Background: an optimization exercise with open tools, aiming at small area, a short achievable clock period and few clock cycles per item. Do not read the settings as production practice.
Only simulation tests tie the RTL to the original design; equivalence was not proved.

## mult_unit_top
module mult_unit_top (
    input  logic        clock,
    input  logic        reset,
    input  logic        issue_valid,
    output logic        issue_ready,
    input  logic [31:0] issue_source_1,
    input  logic [31:0] issue_source_2,
    input  logic [1:0]  issue_func,
    input  logic [5:0]  issue_dest_tag,
    input  logic [3:0]  issue_branch_mask,
    output logic        cdb_valid,
    input  logic        cdb_ready,
    output logic [31:0] cdb_result,
    output logic [5:0]  cdb_dest_tag,
    output logic [3:0]  cdb_branch_mask,
    input  logic [3:0]  squash_mask,
    input  logic [3:0]  clear_mask
);
    rv_core_pkg::mult_issue_t issue;
    rv_core_pkg::cdb_packet_t cdb;
    assign issue.source_1    = issue_source_1;
    assign issue.source_2    = issue_source_2;
    assign issue.func        = rv_core_pkg::mult_func_t'(issue_func);
    assign issue.dest_tag    = issue_dest_tag;
    assign issue.branch_mask = issue_branch_mask;
    mult_unit unit_i (
        .clock       (clock),
        .reset       (reset),
        .issue_valid (issue_valid),
        .issue_ready (issue_ready),
        .issue       (issue),
        .cdb_valid   (cdb_valid),
        .cdb_ready   (cdb_ready),
        .cdb         (cdb),
        .squash_mask (squash_mask),
        .clear_mask  (clear_mask)
    );
    assign cdb_result      = cdb.result;
    assign cdb_dest_tag    = cdb.dest_tag;
    assign cdb_branch_mask = cdb.branch_mask;
endmodule
Size: roughly 3100 cells after synthesis, ~130 I/O pins, ~32000 µm² of cells after synthesis.
==> flow/config.mk <==
export PLATFORM = sky130hd
export DESIGN_NAME = mult_unit_top
export DESIGN_NICKNAME = mult_unit_top
export VERILOG_FILES = /design/flow/design.v
export SDC_FILE = /design/flow/constraint.sdc
export NUM_CORES = 4
export LEC_CHECK = 0
export ABC_CLOCK_PERIOD_IN_PS = 4500
export CAP_MARGIN = 20
export CORE_MARGIN = 2
export CORE_UTILIZATION = 65
export PLACE_DENSITY = 0.78
export SETUP_SLACK_MARGIN = 5.0
export SLEW_MARGIN = 20
==> flow/constraint.sdc <==
create_clock -name core_clock -period 10.0 [get_ports {clock}]
set_input_delay 2.0000 -clock core_clock [delete_from_list [all_inputs] [get_ports {clock}]]
set_output_delay 2.0000 -clock core_clock [all_outputs]
set_load 0.01 [all_outputs]
standard.sh (not shown) runs the stock make flow with config.mk's settings and CLKGATE_MAP_FILE= SYNTH_SCRIPT=/design/flow/synth_recipe.tcl, a recipe that flattens the netlist after the stock synthesis.
==> flow/flow/run.sh <==
#!/bin/bash
set -o pipefail
bash standard.sh SETUP_SLACK_MARGIN=5.4 "BUFFER_PORTS_ARGS=-buffer_cell sky130_fd_sc_hd__buf_2" finish > flow.log 2>&1
Testbench counts at the start, summed over its fixed seeds: cycles 2,072, items 2,048.
==> next run, changes <==
--- a/flow/design.v
+++ b/flow/design.v
@@ -1324,16 +1324,16 @@
     logic [10:0]               a_neg;       
     logic                      a_low;       
     rv_core_pkg::phys_reg_t    a_tag;
     rv_core_pkg::branch_mask_t a_mask;
     logic                      b_valid;
     logic [31:0]               b_sum;
     logic [31:0]               b_carry;
-    logic [11:0]               b_gen;       
-    logic [11:1]               b_prop;      
+    logic [15:0]               b_gen;       
+    logic [15:0]               b_prop;      
     rv_core_pkg::phys_reg_t    b_tag;
     rv_core_pkg::branch_mask_t b_mask;
     logic                      c_valid;
     logic [31:0]               c_result;
     rv_core_pkg::phys_reg_t    c_tag;
     rv_core_pkg::branch_mask_t c_mask;
     logic        stall;
@@ -1350,16 +1350,16 @@
     logic [32:0] x;
     logic [34:0] x3;
     logic [10:0] dig_m1;
     logic [10:0] dig_m2;
     logic [10:0] dig_m3;
     logic [10:0] dig_m4;
     logic [10:0] dig_neg;
-    logic [11:0] low_gen;
-    logic [11:1] low_prop;
+    logic [15:0] low_gen;
+    logic [15:0] low_prop;
     logic        low_carry;
     logic [31:0] bit_gen;
     logic [31:0] bit_prop;
     logic [6*32-1:0] tree_gen;    
     logic [6*32-1:0] tree_prop;
     logic [31:0] carry_in;
     assign in_killed = rv_core_pkg::branch_killed(issue.branch_mask, squash_mask);
@@ -1425,48 +1425,38 @@
         .m3  (a_m3),
         .m4  (a_m4),
         .neg (a_neg),
         .s (tree_s),
         .c (tree_c)
     );
     always_comb begin
-        for (int k = 0; k < 4; k++) begin
-            logic [3:0] g;
-            logic [3:0] p;
-            g = tree_s[4*k +: 4] & tree_c[4*k +: 4];
-            p = tree_s[4*k +: 4] | tree_c[4*k +: 4];
-            low_gen[k] = (g[3] | (p[3] & g[2])) | ((p[3] & p[2]) & (g[1] | (p[1] & g[0])));
-            if (k > 0) begin
-                low_prop[k] = &p;
-            end
-        end
-        for (int k = 4; k < 12; k++) begin
+        for (int k = 0; k < 16; k++) begin
             logic [1:0] g;
             logic [1:0] p;
-            g = tree_s[2*k+8 +: 2] & tree_c[2*k+8 +: 2];
-            p = tree_s[2*k+8 +: 2] | tree_c[2*k+8 +: 2];
+            g = tree_s[2*k +: 2] & tree_c[2*k +: 2];
+            p = tree_s[2*k +: 2] | tree_c[2*k +: 2];
             low_gen[k]  = g[1] | (p[1] & g[0]);
             low_prop[k] = &p;
         end
     end
     always_ff @(posedge clock) begin
         if (!stall) begin
             b_sum   <= a_low ? tree_s[31:0] : tree_s[63:32];
             b_carry <= a_low ? tree_c[31:0] : tree_c[63:32];
-            b_gen   <= a_low ? 12'b0 : low_gen;
+            b_gen   <= a_low ? 16'b0 : low_gen;
             b_prop  <= low_prop;
             b_tag   <= a_tag;
             b_mask  <= rv_core_pkg::branch_cleared(a_mask, clear_mask);
         end else begin
             b_mask  <= rv_core_pkg::branch_cleared(b_mask, clear_mask);
         end
     end
     always_comb begin
         low_carry = b_gen[0];
-        for (int k = 1; k < 12; k++) begin
+        for (int k = 1; k < 16; k++) begin
             low_carry = b_gen[k] | (b_prop[k] & low_carry);
         end
     end
     assign bit_gen  = b_sum & b_carry;
     assign bit_prop = b_sum ^ b_carry;
     assign tree_gen[31:0]  = bit_gen;
     assign tree_prop[31:0] = bit_prop;
After rerunning:
- non-clock buffer count grows by 4
- via count grows by 3.7%
- worst hold slack got worse by 5.6 ps
- sequential cell count grows by 8
- first-iteration DRC count grows by 15%
Testbench counts after the change, summed over its fixed seeds: cycles 2,072, items 2,048.

static timing again, ports no longer ideal:
The results above use ideal ports. As a check the final layouts listed here were re-extracted and re-timed, cells and wires unchanged. Step 1, drivers: a clkbuf_16 drives clock and a buf_2 each remaining input, both assumed. Step 2, shift: input delay + t, output delay - t, t = (earliest + latest rising clock arrival at the registers) / 2. This alone moves slack from input paths to output paths. a / b / c = no drivers / after step 1 / after step 2; a / b = the first two.
| run | shift t [ns] | setup slack, ns | hold slack, ns | cell pins on the clock port's net |
|---|---|---|---|---|
| the first run | 0.643 | 5.138 / 5.085 / 4.938 | 0.419 / 0.419 / 0.419 | 1 |
| the second run | 0.650 | 5.265 / 5.226 / 5.126 | 0.413 / 0.413 / 0.413 | 1 |
After both steps setup and hold are still met in every run listed. For the first run, which loses most, drivers alone change the setup slack by -0.053 ns; drivers and shift together by -0.200 ns.
